This design comes from an exercise in tuning for a short achievable clock period and few clock cycles per item on the open sky130 flow, not from production work.
Function was checked by simulation only, so behaviour that the tests miss may differ from the original.
Power is estimated from default activity; no workload was simulated.

==> flow/design.v <==
package mips_lite_pkg;
    localparam int DATA_W     = 32;
    localparam int ADDR_W     = 32;
    localparam int REG_ADDR_W = 5;
    localparam int REG_NUM    = 32;
    localparam logic [ADDR_W-1:0] RESET_PC = 32'hbfc00000;
    localparam logic [5:0] OP_SPECIAL = 6'h00;
    localparam logic [5:0] OP_ADDIU   = 6'h09;
    localparam logic [5:0] OP_ANDI    = 6'h0c;
    localparam logic [5:0] OP_ORI     = 6'h0d;
    localparam logic [5:0] OP_XORI    = 6'h0e;
    localparam logic [5:0] OP_LUI     = 6'h0f;
    localparam logic [5:0] FN_SLL  = 6'h00;
    localparam logic [5:0] FN_SRL  = 6'h02;
    localparam logic [5:0] FN_SRA  = 6'h03;
    localparam logic [5:0] FN_ADDU = 6'h21;
    localparam logic [5:0] FN_SUBU = 6'h23;
    localparam logic [5:0] FN_AND  = 6'h24;
    localparam logic [5:0] FN_OR   = 6'h25;
    localparam logic [5:0] FN_XOR  = 6'h26;
    localparam logic [5:0] FN_NOR  = 6'h27;
    localparam logic [5:0] FN_SLT  = 6'h2a;
    localparam logic [5:0] FN_LUI  = 6'h3f;
    typedef struct packed {
        logic [5:0]            opcode;
        logic [REG_ADDR_W-1:0] rs;
        logic [REG_ADDR_W-1:0] rt;
        logic [REG_ADDR_W-1:0] rd;
        logic [4:0]            shamt;
        logic [5:0]            funct;
    } r_fmt_t;
    typedef struct packed {
        logic [5:0]            opcode;
        logic [REG_ADDR_W-1:0] rs;
        logic [REG_ADDR_W-1:0] rt;
        logic [15:0]           imm;
    } i_fmt_t;
    typedef union packed {
        r_fmt_t r_fmt;
        i_fmt_t i_fmt;
    } instr_u;
    typedef struct packed {
        logic       add;      
        logic       sub;      
        logic       slt;
        logic       op_and;
        logic       op_or;
        logic       op_xor;
        logic       op_nor;
        logic       sll;      
        logic       sr;       
        logic       arith;    
        logic [3:0] sh_fine;  
        logic [7:0] sh_crs;   
    } alu_ctrl_t;
endpackage
import mips_lite_pkg::*;
module fetch_unit (
    input  logic              clk,
    input  logic              rst_n_i,
    input  logic              stall_i,
    input  logic              hold_i,       
    input  mips_lite_pkg::instr_u            rom_data_i,
    output logic              rom_en_o,
    output logic [ADDR_W-1:0] rom_addr_o,
    output logic [ADDR_W-1:2] id_pc_o,
    output mips_lite_pkg::instr_u            id_instr_o
);
    logic [7:2]        pc_lo_q;
    logic [ADDR_W-1:8] pc_hi_q;
    logic [ADDR_W-1:8] pc_hi_inc_q;
    assign rom_addr_o = {pc_hi_q, pc_lo_q, 2'b00};
    always_ff @(posedge clk or negedge rst_n_i) begin
        if (!rst_n_i) begin
            rom_en_o    <= 1'b0;
            pc_lo_q     <= RESET_PC[7:2];
            pc_hi_q     <= RESET_PC[ADDR_W-1:8];
            pc_hi_inc_q <= RESET_PC[ADDR_W-1:8] + 24'd1;
        end else begin
            rom_en_o    <= 1'b1;
            pc_hi_inc_q <= pc_hi_q + 24'd1;
            if (rom_en_o && !stall_i && !hold_i) begin
                pc_lo_q <= pc_lo_q + 6'd1;
                if (&pc_lo_q) pc_hi_q <= pc_hi_inc_q;
            end
        end
    end
    always_ff @(posedge clk or negedge rst_n_i) begin
        if (!rst_n_i) begin
            id_instr_o <= '0;
        end else if (!stall_i && !hold_i) begin
            id_instr_o <= rom_en_o ? rom_data_i : '0;
        end
    end
    always_ff @(posedge clk) begin
        if (!stall_i && !hold_i) begin
            id_pc_o <= {pc_hi_q, pc_lo_q};
        end
    end
endmodule
import mips_lite_pkg::*;
module decode_unit (
    input  mips_lite_pkg::instr_u     instr_i,
    output mips_lite_pkg::alu_ctrl_t  ctrl_o,
    output logic                  wr_en_o,     
    output logic [REG_ADDR_W-1:0] wr_addr_o,
    output logic                  late_o,      
    output logic                  use_rs_o,
    output logic                  use_rt_o,
    output logic                  use_imm_o,
    output logic [DATA_W-1:0]     imm_o
);
    logic [5:0] opcode;
    logic [5:0] funct;
    logic       known;
    logic       imm_sext;
    assign opcode = instr_i.r_fmt.opcode;
    assign funct  = instr_i.r_fmt.funct;
    always_comb begin
        ctrl_o         = '0;
        ctrl_o.sh_fine = 4'b0001 << instr_i.r_fmt.shamt[1:0];
        ctrl_o.sh_crs  = 8'b00000001 << instr_i.r_fmt.shamt[4:2];
        wr_addr_o      = instr_i.i_fmt.rt;
        known          = 1'b0;
        use_rs_o       = 1'b0;
        use_rt_o       = 1'b0;
        use_imm_o      = 1'b0;
        imm_sext       = 1'b0;
        case (opcode)
            OP_SPECIAL: begin
                wr_addr_o = instr_i.r_fmt.rd;
                known     = 1'b1;
                use_rs_o  = 1'b1;
                use_rt_o  = 1'b1;
                case (funct)
                    FN_SLL:  begin ctrl_o.sll = 1'b1; use_rs_o = 1'b0; end
                    FN_SRL:  begin ctrl_o.sr  = 1'b1; use_rs_o = 1'b0; end
                    FN_SRA:  begin ctrl_o.sr  = 1'b1; ctrl_o.arith = 1'b1; use_rs_o = 1'b0; end
                    FN_ADDU: ctrl_o.add    = 1'b1;
                    FN_SUBU: ctrl_o.sub    = 1'b1;
                    FN_AND:  ctrl_o.op_and = 1'b1;
                    FN_OR:   ctrl_o.op_or  = 1'b1;
                    FN_XOR:  ctrl_o.op_xor = 1'b1;
                    FN_NOR:  ctrl_o.op_nor = 1'b1;
                    FN_SLT:  ctrl_o.slt    = 1'b1;
                    default: begin known = 1'b0; use_rs_o = 1'b0; use_rt_o = 1'b0; end
                endcase
            end
            OP_ADDIU: begin
                known      = 1'b1;
                use_rs_o   = 1'b1;
                use_imm_o  = 1'b1;
                imm_sext   = 1'b1;
                ctrl_o.add = 1'b1;
            end
            OP_ANDI: begin
                known         = 1'b1;
                use_rs_o      = 1'b1;
                use_imm_o     = 1'b1;
                ctrl_o.op_and = 1'b1;
            end
            OP_ORI: begin
                known        = 1'b1;
                use_rs_o     = 1'b1;
                use_imm_o    = 1'b1;
                ctrl_o.op_or = 1'b1;
            end
            OP_XORI: begin
                known         = 1'b1;
                use_rs_o      = 1'b1;
                use_imm_o     = 1'b1;
                ctrl_o.op_xor = 1'b1;
            end
            OP_LUI: begin
                known          = 1'b1;
                use_imm_o      = 1'b1;
                ctrl_o.sll     = 1'b1;
                ctrl_o.sh_fine = 4'b0001;
                ctrl_o.sh_crs  = 8'b00000001;
            end
            default: ;
        endcase
    end
    assign wr_en_o = known && (wr_addr_o != '0);
    assign late_o  = ctrl_o.slt;
    always_comb begin
        if (opcode == OP_LUI)
            imm_o = {instr_i.i_fmt.imm, {(DATA_W-16){1'b0}}};
        else if (imm_sext)
            imm_o = {{(DATA_W-16){instr_i.i_fmt.imm[15]}}, instr_i.i_fmt.imm};
        else
            imm_o = {{(DATA_W-16){1'b0}}, instr_i.i_fmt.imm};
    end
endmodule
import mips_lite_pkg::*;
module reg_file (
    input  logic                  clk,
    input  logic                  rst_n_i,
    input  logic [REG_NUM-1:1]    wr_sel_i,      
    input  logic [DATA_W-1:0]     wr_data_i,
    input  logic [REG_ADDR_W-1:0] rd_addr_a_i,
    input  logic [REG_ADDR_W-1:0] rd_addr_b_i,
    output logic [DATA_W-1:0]     rd_data_a_o,
    output logic [DATA_W-1:0]     rd_data_b_o
);
    logic [DATA_W-1:0]  regs_q [1:REG_NUM-1];
    logic [REG_NUM-1:1] valid_q;
    always_ff @(posedge clk or negedge rst_n_i) begin
        if (!rst_n_i) begin
            valid_q <= '0;
        end else begin
            for (int i = 1; i < REG_NUM; i++) begin
                if (wr_sel_i[i]) valid_q[i] <= 1'b1;
            end
        end
    end
    always_ff @(posedge clk) begin
        for (int i = 1; i < REG_NUM; i++) begin
            if (wr_sel_i[i]) regs_q[i] <= wr_data_i;
        end
    end
    logic [DATA_W-1:0] rd_view [REG_NUM];
    always_comb begin
        rd_view[0] = '0;
        for (int i = 1; i < REG_NUM; i++) rd_view[i] = regs_q[i] & {DATA_W{valid_q[i]}};
    end
    assign rd_data_a_o = rd_view[rd_addr_a_i];
    assign rd_data_b_o = rd_view[rd_addr_b_i];
endmodule
import mips_lite_pkg::*;
module operand_forward (
    input  logic [REG_ADDR_W-1:0] rs_addr_i,
    input  logic [REG_ADDR_W-1:0] rt_addr_i,
    input  logic                  use_imm_i,
    input  logic [DATA_W-1:0]     imm_i,
    input  logic [DATA_W-1:0]     rf_a_i,
    input  logic [DATA_W-1:0]     rf_b_i,
    input  logic                  e1_wr_en_i,
    input  logic [REG_ADDR_W-1:0] e1_wr_addr_i,
    input  logic [15:0]           e1_lo_i,
    input  logic                  e2_wr_en_i,
    input  logic [REG_ADDR_W-1:0] e2_wr_addr_i,
    input  logic                  e2_late_i,
    input  logic [15:0]           e2_lo_i,       
    input  logic [15:0]           e2_result_lo_i,
    input  logic                  wb_wr_en_i,
    input  logic [REG_ADDR_W-1:0] wb_wr_addr_i,
    input  logic [DATA_W-1:0]     wb_data_i,
    input  logic                  wb2_wr_en_i,
    input  logic [REG_ADDR_W-1:0] wb2_wr_addr_i,
    input  logic [DATA_W-1:0]     wb2_data_i,
    output logic [DATA_W-1:0]     old_a_o,     
    output logic [DATA_W-1:0]     old_b_o,
    output logic [DATA_W-1:0]     op_a_o,
    output logic [DATA_W-1:0]     op_b_o,
    output logic                  a_pend_o,      
    output logic                  b_pend_o,
    output logic                  a_pend2_o,     
    output logic                  b_pend2_o
);
    logic a_e1, a_e2, a_wb, a_wb2, b_e1, b_e2, b_wb, b_wb2;
    logic [DATA_W-1:0] a_old, b_old;
    assign a_e1 = e1_wr_en_i && (e1_wr_addr_i == rs_addr_i);
    assign a_e2 = e2_wr_en_i && (e2_wr_addr_i == rs_addr_i);
    assign a_wb = wb_wr_en_i && (wb_wr_addr_i == rs_addr_i);
    assign b_e1 = e1_wr_en_i && (e1_wr_addr_i == rt_addr_i);
    assign b_e2 = e2_wr_en_i && (e2_wr_addr_i == rt_addr_i);
    assign b_wb = wb_wr_en_i && (wb_wr_addr_i == rt_addr_i);
    assign a_wb2 = wb2_wr_en_i && (wb2_wr_addr_i == rs_addr_i);
    assign b_wb2 = wb2_wr_en_i && (wb2_wr_addr_i == rt_addr_i);
    logic [15:0] e2_lo;
    assign e2_lo = e2_late_i ? e2_result_lo_i : e2_lo_i;
    assign a_old[15:0] = a_e2 ? e2_lo : a_wb ? wb_data_i[15:0] :
                         a_wb2 ? wb2_data_i[15:0] : rf_a_i[15:0];
    assign a_old[DATA_W-1:16] = a_wb ? wb_data_i[DATA_W-1:16] :
                                a_wb2 ? wb2_data_i[DATA_W-1:16] : rf_a_i[DATA_W-1:16];
    assign b_old[15:0] = use_imm_i ? imm_i[15:0] : b_e2 ? e2_lo : b_wb ? wb_data_i[15:0] :
                         b_wb2 ? wb2_data_i[15:0] : rf_b_i[15:0];
    assign b_old[DATA_W-1:16] = use_imm_i ? imm_i[DATA_W-1:16] : b_wb ? wb_data_i[DATA_W-1:16] :
                                b_wb2 ? wb2_data_i[DATA_W-1:16] : rf_b_i[DATA_W-1:16];
    assign old_a_o = a_old;
    assign old_b_o = b_old;
    assign op_a_o   = {a_old[DATA_W-1:16], a_e1 ? e1_lo_i : a_old[15:0]};
    assign op_b_o   = {b_old[DATA_W-1:16], (b_e1 && !use_imm_i) ? e1_lo_i : b_old[15:0]};
    assign a_pend_o  = a_e1;
    assign b_pend_o  = b_e1 && !use_imm_i;
    assign a_pend2_o = !a_e1 && a_e2;
    assign b_pend2_o = !b_e1 && b_e2 && !use_imm_i;
endmodule
import mips_lite_pkg::*;
module execute_unit (
    input  logic                  clk,
    input  logic                  rst_n_i,
    input  logic                  stall_i,
    input  logic                  bubble_i,
    input  mips_lite_pkg::alu_ctrl_t  d_ctrl_i,
    input  logic [DATA_W-1:0]     d_op1_i,
    input  logic [DATA_W-1:0]     d_op2_i,
    input  logic                  d_op1_pend_i,
    input  logic                  d_op2_pend_i,
    input  logic                  d_op1_pend2_i,
    input  logic                  d_op2_pend2_i,
    input  logic                  d_wr_en_i,
    input  logic [REG_ADDR_W-1:0] d_wr_addr_i,
    input  logic                  d_late_i,
    input  logic [ADDR_W-1:2]     d_pc_i,
    output logic                  e1_wr_en_o,
    output logic [REG_ADDR_W-1:0] e1_wr_addr_o,
    output logic                  e1_late_o,
    output logic [15:0]           e1_lo_o,
    output logic                  e2_wr_en_o,
    output logic [REG_ADDR_W-1:0] e2_wr_addr_o,
    output logic [DATA_W-1:0]     e2_result_o,
    output logic                  e2_late_o,
    output logic [15:0]           e2_lo_o,
    output logic                  wb_en_o,
    output logic                  wb_wr_en_o,
    output logic [REG_ADDR_W-1:0] wb_wr_addr_o,
    output logic [DATA_W-1:0]     wb_data_o,
    output logic [ADDR_W-1:2]     wb_pc_o,
    output logic [REG_NUM-1:1]    wb_we_o,       
    output logic [REG_ADDR_W-1:0] dbg_wr_addr_o,
    output logic [DATA_W-1:0]     dbg_data_o,
    output logic                  wb2_en_o,
    output logic [REG_ADDR_W-1:0] wb2_wr_addr_o,
    output logic [DATA_W-1:0]     wb2_data_o
);
    mips_lite_pkg::alu_ctrl_t e1_ctrl;
    logic [DATA_W-1:0] e1_a, e1_b;
    logic              e1_a_pend, e1_b_pend, e1_a_pend2, e1_b_pend2;
    logic [DATA_W-1:0] e1_b_sh;      
    logic [ADDR_W-1:2] e1_pc;
    always_ff @(posedge clk or negedge rst_n_i) begin
        if (!rst_n_i) begin
            e1_wr_en_o <= 1'b0;
            e1_late_o  <= 1'b0;
        end else if (!stall_i) begin
            e1_wr_en_o <= d_wr_en_i && !bubble_i;
            e1_late_o  <= d_late_i && !bubble_i;
        end
    end
    always_ff @(posedge clk) begin
        if (!stall_i) begin
            e1_ctrl      <= d_ctrl_i;
            e1_a         <= d_op1_i;
            e1_b         <= d_op2_i;
            e1_a_pend    <= d_op1_pend_i;
            e1_b_pend    <= d_op2_pend_i;
            e1_a_pend2   <= d_op1_pend2_i;
            e1_b_pend2   <= d_op2_pend2_i;
            e1_wr_addr_o <= d_wr_addr_i;
            e1_pc        <= d_pc_i;
        end
    end
    always_ff @(posedge clk) begin
        if (!stall_i && (d_ctrl_i.sll || d_ctrl_i.sr)) begin
            e1_b_sh <= d_op2_i;
        end
    end
    logic [16:0] lo_sum, lo_diff;
    logic [15:0] a_lo, b_lo, lo_shl;
    logic        lo_cy;
    assign a_lo    = e1_a[15:0];
    assign b_lo    = e1_b[15:0];
    assign lo_sum  = {1'b0, a_lo} + {1'b0, b_lo};
    assign lo_diff = {1'b0, a_lo} + {1'b0, ~b_lo} + 17'd1;
    logic [15:0]       lo_shr;
    logic              lo_fill;
    assign lo_fill = e1_ctrl.arith & e1_b_sh[DATA_W-1];
    always_comb begin
        logic [15:0]       f;
        logic [DATA_W-1:0] r;
        f = '0;
        r = '0;
        for (int j = 0; j < 4; j++) begin
            f |= {16{e1_ctrl.sh_fine[j]}} & (e1_b_sh[15:0] << j);
            r |= {DATA_W{e1_ctrl.sh_fine[j]}} & DATA_W'({{4{lo_fill}}, e1_b_sh} >> j);
        end
        lo_shl = '0;
        lo_shr = '0;
        for (int j = 0; j < 4; j++) lo_shl |= {16{e1_ctrl.sh_crs[j]}} & (f << (4 * j));
        for (int j = 0; j < 8; j++) lo_shr |= {16{e1_ctrl.sh_crs[j]}} & 16'({{32{lo_fill}}, r} >> (4 * j));
    end
    logic [DATA_W-1:0] a_cmp, b_cmp;
    logic [DATA_W:0]   cmp_diff;
    logic              lo_lt;
    always_ff @(posedge clk) begin
        if (!stall_i && d_ctrl_i.slt) begin
            a_cmp <= d_op1_i;
            b_cmp <= d_op2_i;
        end
    end
    assign cmp_diff = {1'b0, a_cmp} + {1'b0, ~b_cmp} + 33'd1;
    assign lo_lt    = (a_cmp[DATA_W-1] ^ b_cmp[DATA_W-1]) ? a_cmp[DATA_W-1] : cmp_diff[DATA_W-1];
    assign e1_lo_o = ({16{e1_ctrl.add}}    & lo_sum[15:0])
                   | ({16{e1_ctrl.sub}}    & lo_diff[15:0])
                   | ({16{e1_ctrl.op_and}} & (a_lo & b_lo))
                   | ({16{e1_ctrl.op_or}}  & (a_lo | b_lo))
                   | ({16{e1_ctrl.op_xor}} & (a_lo ^ b_lo))
                   | ({16{e1_ctrl.op_nor}} & ~(a_lo | b_lo))
                   | ({16{e1_ctrl.sll}}    & lo_shl)
                   | ({16{e1_ctrl.sr}}     & lo_shr)
                   | {15'd0, e1_ctrl.slt & lo_lt};
    assign lo_cy = e1_ctrl.add ? lo_sum[16] : lo_diff[16];
    mips_lite_pkg::alu_ctrl_t e2_ctrl;
    logic [DATA_W-1:0] e2_a, e2_b;
    logic [DATA_W-1:0] e2_b_sh;      
    logic [15:0]       e2_lo;
    logic              e2_cy;
    logic              e2_late;
    logic [DATA_W-1:16] a_hi_in, b_hi_in;
    logic [15:0]        hi_res;
    logic [ADDR_W-1:2] e2_pc;
    always_ff @(posedge clk or negedge rst_n_i) begin
        if (!rst_n_i) begin
            e2_wr_en_o <= 1'b0;
        end else if (!stall_i) begin
            e2_wr_en_o <= e1_wr_en_o;
        end
    end
    assign a_hi_in = e1_a_pend  ? hi_res :
                     e1_a_pend2 ? wb_data_o[DATA_W-1:16] : e1_a[DATA_W-1:16];
    assign b_hi_in = e1_b_pend  ? hi_res :
                     e1_b_pend2 ? wb_data_o[DATA_W-1:16] : e1_b[DATA_W-1:16];
    always_ff @(posedge clk) begin
        if (!stall_i && (e1_ctrl.sll || e1_ctrl.sr)) begin
            e2_b_sh <= {b_hi_in, e1_b[15:0]};
        end
    end
    always_ff @(posedge clk) begin
        if (!stall_i) begin
            e2_ctrl      <= e1_ctrl;
            e2_a         <= {a_hi_in, e1_a[15:0]};
            e2_b         <= {b_hi_in, e1_b[15:0]};
            e2_lo        <= e1_lo_o;
            e2_cy        <= lo_cy;
            e2_late      <= e1_late_o;
            e2_wr_addr_o <= e1_wr_addr_o;
            e2_pc        <= e1_pc;
        end
    end
    logic [15:0]       a_hi, b_hi, hi_sum, hi_diff;
    logic [DATA_W-1:0] b, lf, rf, shl, shr, late_res;
    logic              lt, fill;
    assign a_hi    = e2_a[DATA_W-1:16];
    assign b_hi    = e2_b[DATA_W-1:16];
    assign b       = e2_b_sh;
    assign hi_sum  = a_hi + b_hi + 16'(e2_cy);
    assign hi_diff = a_hi + ~b_hi + 16'(e2_cy);
    assign lt = (a_hi[15] ^ b_hi[15]) ? a_hi[15] : hi_diff[15];
    assign fill = e2_ctrl.arith & b[DATA_W-1];
    always_comb begin
        lf = '0;
        rf = '0;
        for (int j = 0; j < 4; j++) begin
            lf |= {DATA_W{e2_ctrl.sh_fine[j]}} & (b << j);
            rf |= {DATA_W{e2_ctrl.sh_fine[j]}} & DATA_W'({{4{fill}}, b} >> j);
        end
        shl = '0;
        shr = '0;
        for (int j = 0; j < 8; j++) begin
            shl |= {DATA_W{e2_ctrl.sh_crs[j]}} & (lf << (4 * j));
            shr |= {DATA_W{e2_ctrl.sh_crs[j]}} & DATA_W'({{32{fill}}, rf} >> (4 * j));
        end
    end
    assign hi_res = ({16{e2_ctrl.add}}    & hi_sum)
                  | ({16{e2_ctrl.sub}}    & hi_diff)
                  | ({16{e2_ctrl.op_and}} & (a_hi & b_hi))
                  | ({16{e2_ctrl.op_or}}  & (a_hi | b_hi))
                  | ({16{e2_ctrl.op_xor}} & (a_hi ^ b_hi))
                  | ({16{e2_ctrl.op_nor}} & ~(a_hi | b_hi))
                  | ({16{e2_ctrl.sll}}    & shl[DATA_W-1:16])
                  | ({16{e2_ctrl.sr}}     & shr[DATA_W-1:16]);
    assign late_res = ({DATA_W{e2_ctrl.sr}} & shr)
                    | {{(DATA_W-1){1'b0}}, e2_ctrl.slt & lt};
    assign e2_result_o = e2_late ? late_res : {hi_res, e2_lo};
    assign e2_late_o   = e2_late;
    assign e2_lo_o     = e2_lo;
    always_ff @(posedge clk or negedge rst_n_i) begin
        if (!rst_n_i) begin
            wb_en_o <= 1'b0;
        end else if (!stall_i) begin
            wb_en_o <= e2_wr_en_o;
        end
    end
    always_ff @(posedge clk or negedge rst_n_i) begin
        if (!rst_n_i) begin
            wb_we_o <= '0;
        end else if (!stall_i) begin
            for (int i = 1; i < REG_NUM; i++)
                wb_we_o[i] <= e2_wr_en_o && (e2_wr_addr_o == REG_ADDR_W'(i));
        end
    end
    always_ff @(posedge clk) begin
        if (!stall_i) begin
            wb_wr_addr_o <= e2_wr_addr_o;
            wb_data_o    <= e2_result_o;
        end
    end
    always_ff @(posedge clk) begin
        if (!stall_i && e2_wr_en_o) begin
            dbg_wr_addr_o <= e2_wr_addr_o;
            dbg_data_o    <= e2_result_o;
            wb_pc_o       <= e2_pc;
        end
    end
    always_ff @(posedge clk or negedge rst_n_i) begin
        if (!rst_n_i) begin
            wb2_en_o <= 1'b0;
        end else if (!stall_i) begin
            wb2_en_o <= wb_en_o;
        end
    end
    always_ff @(posedge clk) begin
        if (!stall_i) begin
            wb2_wr_addr_o <= wb_wr_addr_o;
            wb2_data_o    <= wb_data_o;
        end
    end
    assign wb_wr_en_o = wb_en_o && !stall_i;
endmodule
import mips_lite_pkg::*;
module mips_lite_core (
    input  logic                  clk,
    input  logic                  rst_n_i,
    input  logic                  stall_i,
    output logic                  rom_en_o,
    output logic [ADDR_W-1:0]     rom_addr_o,
    input  mips_lite_pkg::instr_u                rom_data_i,
    output logic                  debug_reg_write_en_o,
    output logic [REG_ADDR_W-1:0] debug_reg_write_addr_o,
    output logic [DATA_W-1:0]     debug_reg_write_data_o,
    output logic [ADDR_W-1:0]     debug_pc_addr_o
);
    logic [ADDR_W-1:2]     id_pc;
    mips_lite_pkg::instr_u                id_instr;
    mips_lite_pkg::alu_ctrl_t  d_ctrl;
    logic                  d_wr_en;
    logic [REG_ADDR_W-1:0] d_wr_addr;
    logic                  d_late;
    logic                  d_use_rs, d_use_rt, d_use_imm;
    logic [DATA_W-1:0]     d_imm;
    logic [DATA_W-1:0]     rf_a, rf_b;
    mips_lite_pkg::alu_ctrl_t  d2_ctrl;
    logic                  d2_wr_en;
    logic [REG_ADDR_W-1:0] d2_wr_addr;
    logic                  d2_late;
    logic                  d2_late_dyn;
    logic                  d2_use_imm;
    logic [DATA_W-1:0]     d2_imm;
    logic [REG_ADDR_W-1:0] d2_rs, d2_rt;
    logic [ADDR_W-1:2]     d2_pc;
    logic [DATA_W-1:0]     d2_a, d2_b;
    logic [DATA_W-1:0]     old_a, old_b;
    logic [DATA_W-1:0]     op_a, op_b;
    logic                  a_pend, b_pend, a_pend2, b_pend2;
    logic                  e2_late;
    logic [15:0]           e2_lo;
    logic                  hazard;
    logic                  hazard_d;
    logic                  e1_wr_en;
    logic [REG_ADDR_W-1:0] e1_wr_addr;
    logic                  e1_late;
    logic [15:0]           e1_lo;
    logic                  e2_wr_en;
    logic [REG_ADDR_W-1:0] e2_wr_addr;
    logic [DATA_W-1:0]     e2_result;
    logic                  wb_en;
    logic                  wb_wr_en;
    logic [REG_ADDR_W-1:0] wb_wr_addr;
    logic [DATA_W-1:0]     wb_data;
    logic [ADDR_W-1:2]     wb_pc;
    logic [REG_NUM-1:1]    wb_we;
    logic [REG_ADDR_W-1:0] dbg_wr_addr;
    logic [DATA_W-1:0]     dbg_data;
    logic                  wb2_en;
    logic [REG_ADDR_W-1:0] wb2_wr_addr;
    logic [DATA_W-1:0]     wb2_data;
    fetch_unit u_fetch (
        .clk       (clk),
        .rst_n_i   (rst_n_i),
        .stall_i   (stall_i),
        .hold_i    (hazard),
        .rom_data_i(rom_data_i),
        .rom_en_o  (rom_en_o),
        .rom_addr_o(rom_addr_o),
        .id_pc_o   (id_pc),
        .id_instr_o(id_instr)
    );
    decode_unit u_decode (
        .instr_i  (id_instr),
        .ctrl_o   (d_ctrl),
        .wr_en_o  (d_wr_en),
        .wr_addr_o(d_wr_addr),
        .late_o   (d_late),
        .use_rs_o (d_use_rs),
        .use_rt_o (d_use_rt),
        .use_imm_o(d_use_imm),
        .imm_o    (d_imm)
    );
    reg_file u_reg_file (
        .clk        (clk),
        .rst_n_i    (rst_n_i),
        .wr_sel_i   (wb_we),
        .wr_data_i  (wb_data),
        .rd_addr_a_i(id_instr.i_fmt.rs),
        .rd_addr_b_i(id_instr.r_fmt.rt),
        .rd_data_a_o(rf_a),
        .rd_data_b_o(rf_b)
    );
    assign d2_late_dyn = (d2_late && (a_pend || a_pend2 || b_pend || b_pend2)) ||
                         (d2_ctrl.sr && (b_pend || b_pend2));
    assign hazard_d = d2_wr_en && d2_late_dyn &&
                      ((d_use_rs && id_instr.i_fmt.rs == d2_wr_addr) ||
                       (d_use_rt && id_instr.r_fmt.rt == d2_wr_addr));
    always_ff @(posedge clk or negedge rst_n_i) begin
        if (!rst_n_i) begin
            hazard <= 1'b0;
        end else if (!stall_i) begin
            hazard <= hazard_d && !hazard;
        end
    end
    always_ff @(posedge clk or negedge rst_n_i) begin
        if (!rst_n_i) begin
            d2_wr_en <= 1'b0;
            d2_late  <= 1'b0;
        end else if (!stall_i && !hazard) begin
            d2_wr_en <= d_wr_en;
            d2_late  <= d_late;
        end
    end
    always_ff @(posedge clk) begin
        if (!stall_i) begin
            if (!hazard) begin
                d2_ctrl    <= d_ctrl;
                d2_wr_addr <= d_wr_addr;
                d2_use_imm <= d_use_imm;
                d2_imm     <= d_imm;
                d2_rs      <= id_instr.i_fmt.rs;
                d2_rt      <= id_instr.r_fmt.rt;
                d2_pc      <= id_pc;
                d2_a       <= rf_a;
                d2_b       <= rf_b;
            end else begin
                d2_a       <= old_a;
                d2_b       <= old_b;
            end
        end
    end
    operand_forward u_forward (
        .rs_addr_i    (d2_rs),
        .rt_addr_i    (d2_rt),
        .use_imm_i    (d2_use_imm),
        .imm_i        (d2_imm),
        .rf_a_i       (d2_a),
        .rf_b_i       (d2_b),
        .e1_wr_en_i   (e1_wr_en),
        .e1_wr_addr_i (e1_wr_addr),
        .e1_lo_i      (e1_lo),
        .e2_wr_en_i   (e2_wr_en),
        .e2_wr_addr_i (e2_wr_addr),
        .e2_late_i    (e2_late),
        .e2_lo_i      (e2_lo),
        .e2_result_lo_i(e2_result[15:0]),
        .wb_wr_en_i   (wb_en),
        .wb_wr_addr_i (wb_wr_addr),
        .wb_data_i    (wb_data),
        .wb2_wr_en_i  (wb2_en),
        .wb2_wr_addr_i(wb2_wr_addr),
        .wb2_data_i   (wb2_data),
        .old_a_o      (old_a),
        .old_b_o      (old_b),
        .op_a_o       (op_a),
        .op_b_o       (op_b),
        .a_pend_o     (a_pend),
        .b_pend_o     (b_pend),
        .a_pend2_o    (a_pend2),
        .b_pend2_o    (b_pend2)
    );
    execute_unit u_execute (
        .clk          (clk),
        .rst_n_i      (rst_n_i),
        .stall_i      (stall_i),
        .bubble_i     (hazard),
        .d_ctrl_i     (d2_ctrl),
        .d_op1_i      (op_a),
        .d_op2_i      (op_b),
        .d_op1_pend_i (a_pend),
        .d_op2_pend_i (b_pend),
        .d_op1_pend2_i(a_pend2),
        .d_op2_pend2_i(b_pend2),
        .d_wr_en_i    (d2_wr_en),
        .d_wr_addr_i  (d2_wr_addr),
        .d_late_i     (d2_late_dyn),
        .d_pc_i       (d2_pc),
        .e1_wr_en_o   (e1_wr_en),
        .e1_wr_addr_o (e1_wr_addr),
        .e1_late_o    (e1_late),
        .e1_lo_o      (e1_lo),
        .e2_wr_en_o   (e2_wr_en),
        .e2_wr_addr_o (e2_wr_addr),
        .e2_result_o  (e2_result),
        .e2_late_o    (e2_late),
        .e2_lo_o      (e2_lo),
        .wb_en_o      (wb_en),
        .wb_wr_en_o   (wb_wr_en),
        .wb_wr_addr_o (wb_wr_addr),
        .wb_data_o    (wb_data),
        .wb_pc_o      (wb_pc),
        .wb_we_o      (wb_we),
        .dbg_wr_addr_o(dbg_wr_addr),
        .dbg_data_o   (dbg_data),
        .wb2_en_o     (wb2_en),
        .wb2_wr_addr_o(wb2_wr_addr),
        .wb2_data_o   (wb2_data)
    );
    assign debug_reg_write_en_o   = wb_wr_en;
    assign debug_reg_write_addr_o = dbg_wr_addr;
    assign debug_reg_write_data_o = dbg_data;
    assign debug_pc_addr_o        = {wb_pc, 2'b00};
endmodule
==> flow/run.sh <==
#!/bin/bash
# synth_recipe.tcl (not shown) runs the flow's synth.tcl, then flattens the netlist and writes it again
# the make line also repeats each setting of config.mk as NAME=value (left out here)
make -C /OpenROAD-flow-scripts/flow DESIGN_CONFIG=/design/flow/config.mk WORK_HOME=/design/flow/orfs CLKGATE_MAP_FILE= SYNTH_SCRIPT=/design/flow/synth_recipe.tcl finish
==> flow/config.mk <==
export PLATFORM = sky130hd
export DESIGN_NAME = mips_lite_core
export DESIGN_NICKNAME = mips_lite_core
export VERILOG_FILES = /design/flow/design.v
export SDC_FILE = /design/flow/constraint.sdc
export NUM_CORES = 4
export LEC_CHECK = 0
export CAP_MARGIN = 20
export CORE_MARGIN = 2
export CORE_UTILIZATION = 30
export SETUP_SLACK_MARGIN = 1.5
export SLEW_MARGIN = 20
export TNS_END_PERCENT = 20
==> flow/constraint.sdc <==
create_clock -name core_clock -period 4.7 [get_ports {clk}]
set_input_delay 0.9400 -clock core_clock [delete_from_list [all_inputs] [get_ports {clk}]]
set_output_delay 0.9400 -clock core_clock [all_outputs]
set_load 0.01 [all_outputs]
==> run summary <==
==> synthesized netlist by cell type, types with 13 or more instances <==
library cell     n
clkbuf_1       347
o2111ai_1       22
dfrtp_1        138
edfxtp_1      1687
or4_1           42
nor4_1          98
buf_6           16
inv_1          157
ha_1           126
a211oi_1        67
a222oi_1        41
and3_1          54
buf_1           74
buf_4           32
nand3_1       1942
nor3_1          33
a22o_1          21
nor2b_1         55
dfstp_2         19
a21oi_1        187
mux2i_1        113
nand2b_1        26
or2_2           38
o21ai_0        113
o31ai_1         15
xor2_1          46
o22ai_1         36
and2_1          26
buf_2          164
mux2_2          40
nand2_1        553
nand4_1        513
a22oi_1        142
a221o_1         18
o21ai_1         13
a21o_1          67
xnor2_1         47
a221oi_1        33
a31oi_1         96
nor2_1         215
==> metal layers <==
metal / global-route usage (%) / vias to the layer above
li1: - / 30513
met1: 34.9 / 39065
met2: 41.2 / 8114
met3: 13.8 / 2657
met4: 21.9 / 40
met5: 0.785 / -
==> worst register-to-register path: cells and delay by family, from the launching register on <==
| family | cells | cell delay (ns) |
|---|---|---|
| DFF | 1 | 0.50 |
| AOI/OAI and AO/OA | 2 | 0.83 |
| and+or+nand+nor | 5 | 1.46 |
| buffers and inverters | 2 | 0.69 |
==> worst min-delay path by stage <==
stage	startpoint	endpoint	slack (ns)
after floorplan	u_fetch.id_pc_o[10]$_DFFE_PP_	d2_pc[10]$_DFFE_PP_	0.40
after global routing	rst_n_i	u_fetch.pc_hi_inc_q[30]$_DFF_PN0_	0.11
final	rst_n_i	u_fetch.pc_hi_q[30]$_DFFE_PN0P_	0.06
after global placement	u_fetch.id_pc_o[19]$_DFFE_PP_	d2_pc[19]$_DFFE_PP_	0.40
after CTS	rst_n_i	u_execute.e2_wr_en_o$_DFFE_PN0N_	0.06
after detailed placement	u_fetch.id_pc_o[13]$_DFFE_PP_	d2_pc[13]$_DFFE_PP_	0.40
==> metrics by stage <==
stage / setup TNS (ns) / hold slack [ns] / instance area, sq um / std cells / worst slack [ns]
2_1_floorplan: -1509.52 / 0.400 / 88300 / 7705 / -3.48
3_3_place_gp: 0 / 0.400 / 96000 / 11557 / 0.0301
3_5_place_dp: 0 / 0.405 / 96200 / 11567 / 0.354
4_1_cts: 0 / 0.0587 / 104000 / 12030 / 1.11
5_1_grt: 0 / 0.113 / 105000 / 12075 / 0.995
6_report: 0 / 0.0579 / 105000 / 12102 / 1.06
==> placed cells by master (no fill, tap or decap), drive strengths merged, types with 17 or more instances in the layout <==
master / n
nor3: 34
clkinv: 84
edfxtp: 1687
nand2b: 27
diode: 31
xor2: 46
nand3: 1942
nor4: 103
dfrtp: 138
bufinv: 25
xnor2: 47
a21oi: 189
inv: 167
or4: 42
a222oi: 41
dfstp: 19
a22oi: 144
o31ai: 17
nor2: 221
a22o: 21
o2111ai: 22
nand2: 555
mux2i: 113
or2: 40
nor2b: 55
ha: 126
a21o: 67
clkdlybuf4s50: 131
a221oi: 34
a211oi: 67
a221o: 18
and3: 55
buf: 587
nand4: 518
mux2: 40
a31oi: 97
o22ai: 36
o21ai: 129
clkbuf: 236
and2: 27
==> what timing repair did <==
item | 4_1_cts | 5_1_grt
gates resized for setup | 105 | 101
endpoints found under the setup margin | 217 | 225
pin swaps | 44 | 39
cloned | 1 | 0
buffers inserted | 100 | 36
hold buffers | 0 | 0
==> sequential cells by signal, indices dropped and copies added, names as in the netlist, 31 cells and up <==
name                  count
u_reg_file.regs_q       992
d2_a                     32
d2_b                     32
d2_imm                   32
u_execute.a_cmp          32
u_execute.b_cmp          32
u_execute.dbg_data_o     32
u_execute.e1_a           32
u_execute.e1_b           32
u_execute.e1_b_sh        32
u_execute.e2_b_sh        32
u_execute.wb2_data_o     32
u_execute.wb_data_o      32
u_fetch.id_instr_o       32
u_execute.wb_we_o        31
u_reg_file.valid_q       31
==> power by group <==
group	switching, mW	internal, mW
logic	4.60	1.70
registers	1.28	18.6
clock network	7.07	9.24
==> cells by family after synthesis <==
| logic type | synth area share, % |
|---|---|
| AOI/OAI and AO/OA | 8.15 |
| xor gates and xnor gates | 0.924 |
| adders and majority gates | 1.97 |
| buffers and inverters | 3.93 |
| DFF | 62.0 |
| muxes | 1.79 |
| other | 0.00852 |
| and+or+nand+nor | 21.3 |
==> area by class of cell <==
class | count | area (sq um) | share of cell area, %
sequential | 1844 | 54700 | 52.1
multi-input combinational | 5063 | 31600 | 30.1
inverter | 165 | 628 | 0.598
tap | 3919 | 4900 | 4.67
timing repair buffer | 718 | 6480 | 6.16
clock buffer | 236 | 5140 | 4.90
antenna | 31 | 77.6 | 0.0738
clock inverter | 126 | 1510 | 1.44
==> out/metrics.csv <==
metric,value,unit
slew_violations,0,
startpoint,u_fetch.id_instr_o[24]$_DFFE_PN0P_,
viasPerCell,6.64,
synthTopCellsByArea,"edfxtp_1, nand3_1, dfrtp_1, nand4_1, nand2_1",
rows,199,
clkLatencyLatePin,0.91,ns
clk_pin_slew,0.06,ns
grtUsageTotal,29.4,%
peakVddDrop,457,uV
total_leakage_power,36.6,nW
power.density_cell_area,404,nW/um^2
drc,0,
r2r_cells,9,
fmax,275,MHz
cp_slowest_cell,nor2_4,
path_cells,"buf_4, nand3b_2, nor2_4, buf_12, nand3_1, nand4_1, nor4_1, a21oi_1, a21o_1",
wl_met3,72.9,mm
max_stage_delay,0.75,ns
rrSetupSlack,1.06,ns
drt-pass1-iter-count,13,
finalSetupViolations,0,
hold_viol_final,0,
synth_area,88100,sq um
cts_tree,done,
regToRegStartpoint,u_fetch.id_instr_o[24]$_DFFE_PN0P_,
drtIter0Drc,17573,
gr-total-overflow,0,
cp.required,5.44,ns
fin_crit_sh,77.5,%
cts_buffer_depth,3,
synth_edf_count,1687,
cts_buffers,192,
syn_to_final_growth,19.2,%
clock_sinks,1844,
initial_core_util,30.1,%
yosys_warnings,7,
fin_nets,8153,
crit_end,d2_a[27]$_DFFE_PN_,
ys_seq_area_share,62.0,%
dieHeight,546,microns
ys_seq_elements,1844,
dr_total_vias,80389,
dieWidth,546,microns
async_flop_share,8.51,%
fill_cells,28551,
met1_length,157,mm
synth.largest_area_cell,edfxtp_1,
synth_top_cell_area_share,57.5,%
critPathMaxFanout,22,
yosysUniqueCellTypes,107,
power,42.5,mW
grt_first_pass_wirelength,615,mm
path_class,reg -> reg,
h-tree-depth,4,
maxSlewHeadroom,6.37,%
antenna_found_initial,43,
avgSynthCellArea,11.4,sq um
layout-drive-gt1-share,16.4,%
die-area,298000,sq um
start_kind,register,
clockRootBuffer,clkbuf_16,
cap_viol_max_count,0,
top_layer_used,met5,
rsz0062_at_grt,true,
worst_setup_path_end_kind,register,
ioPinCount,138,
portBuffers,133,
hold_path.class,in -> async,
min_period,3.64,ns
critPathArrivalTime,4.38,ns
coreArea,293000,sq um
syn-instance-count,7702,
r2r-end,d2_a[27]$_DFFE_PN_,
worst_pin_slew,1.40,ns
crit_buf_inv,2,
grt_pass1_vias,73710,
drtAntennaViolNets,0,
clock_skew,0.0554,ns
hpwl,295,mm
status,finished clean,
routabilityCongestion,1.04,
wire_per_inst,37.8,microns
grt_max_degree,178,
fin_util,35.9,%
critPathTopFamily,simple AND/OR/NAND/NOR gates,
wl,458,mm
synthFlopType,edfxtp_1,
cp.depth,9,
wl_met2,183,mm
Testbench counts, summed over its fixed seeds: cycles 16,105, instrs 16,000.

==> port drivers added, routing unchanged <==
The flow's constraints put no driver on any port. The routed layout listed below was extracted and timed again, unchanged, in two steps.
Step 1 assumes that a clkbuf_16 drives the clock port and a buf_2 every other input.
Step 2 times the ports against the registers' clock, not the clock port: input delays grow and output delays shrink by t, the midpoint of the rising clock arrivals with the driver on.
a / b / c = no drivers / after step 1 / after step 2; a / b = the first two.
shift t [ns]: 0.982
slack for setup (ns): 1.059 / 1.059 / 0.666
worst hold slack (ns): 0.058 / -0.008 / 0.391
clock arrival spread, ns: 0.057 / 0.057
After both steps setup and hold are still met in this run. For this run, drivers alone change the setup slack by 0.000 ns; drivers and shift together by -0.393 ns.
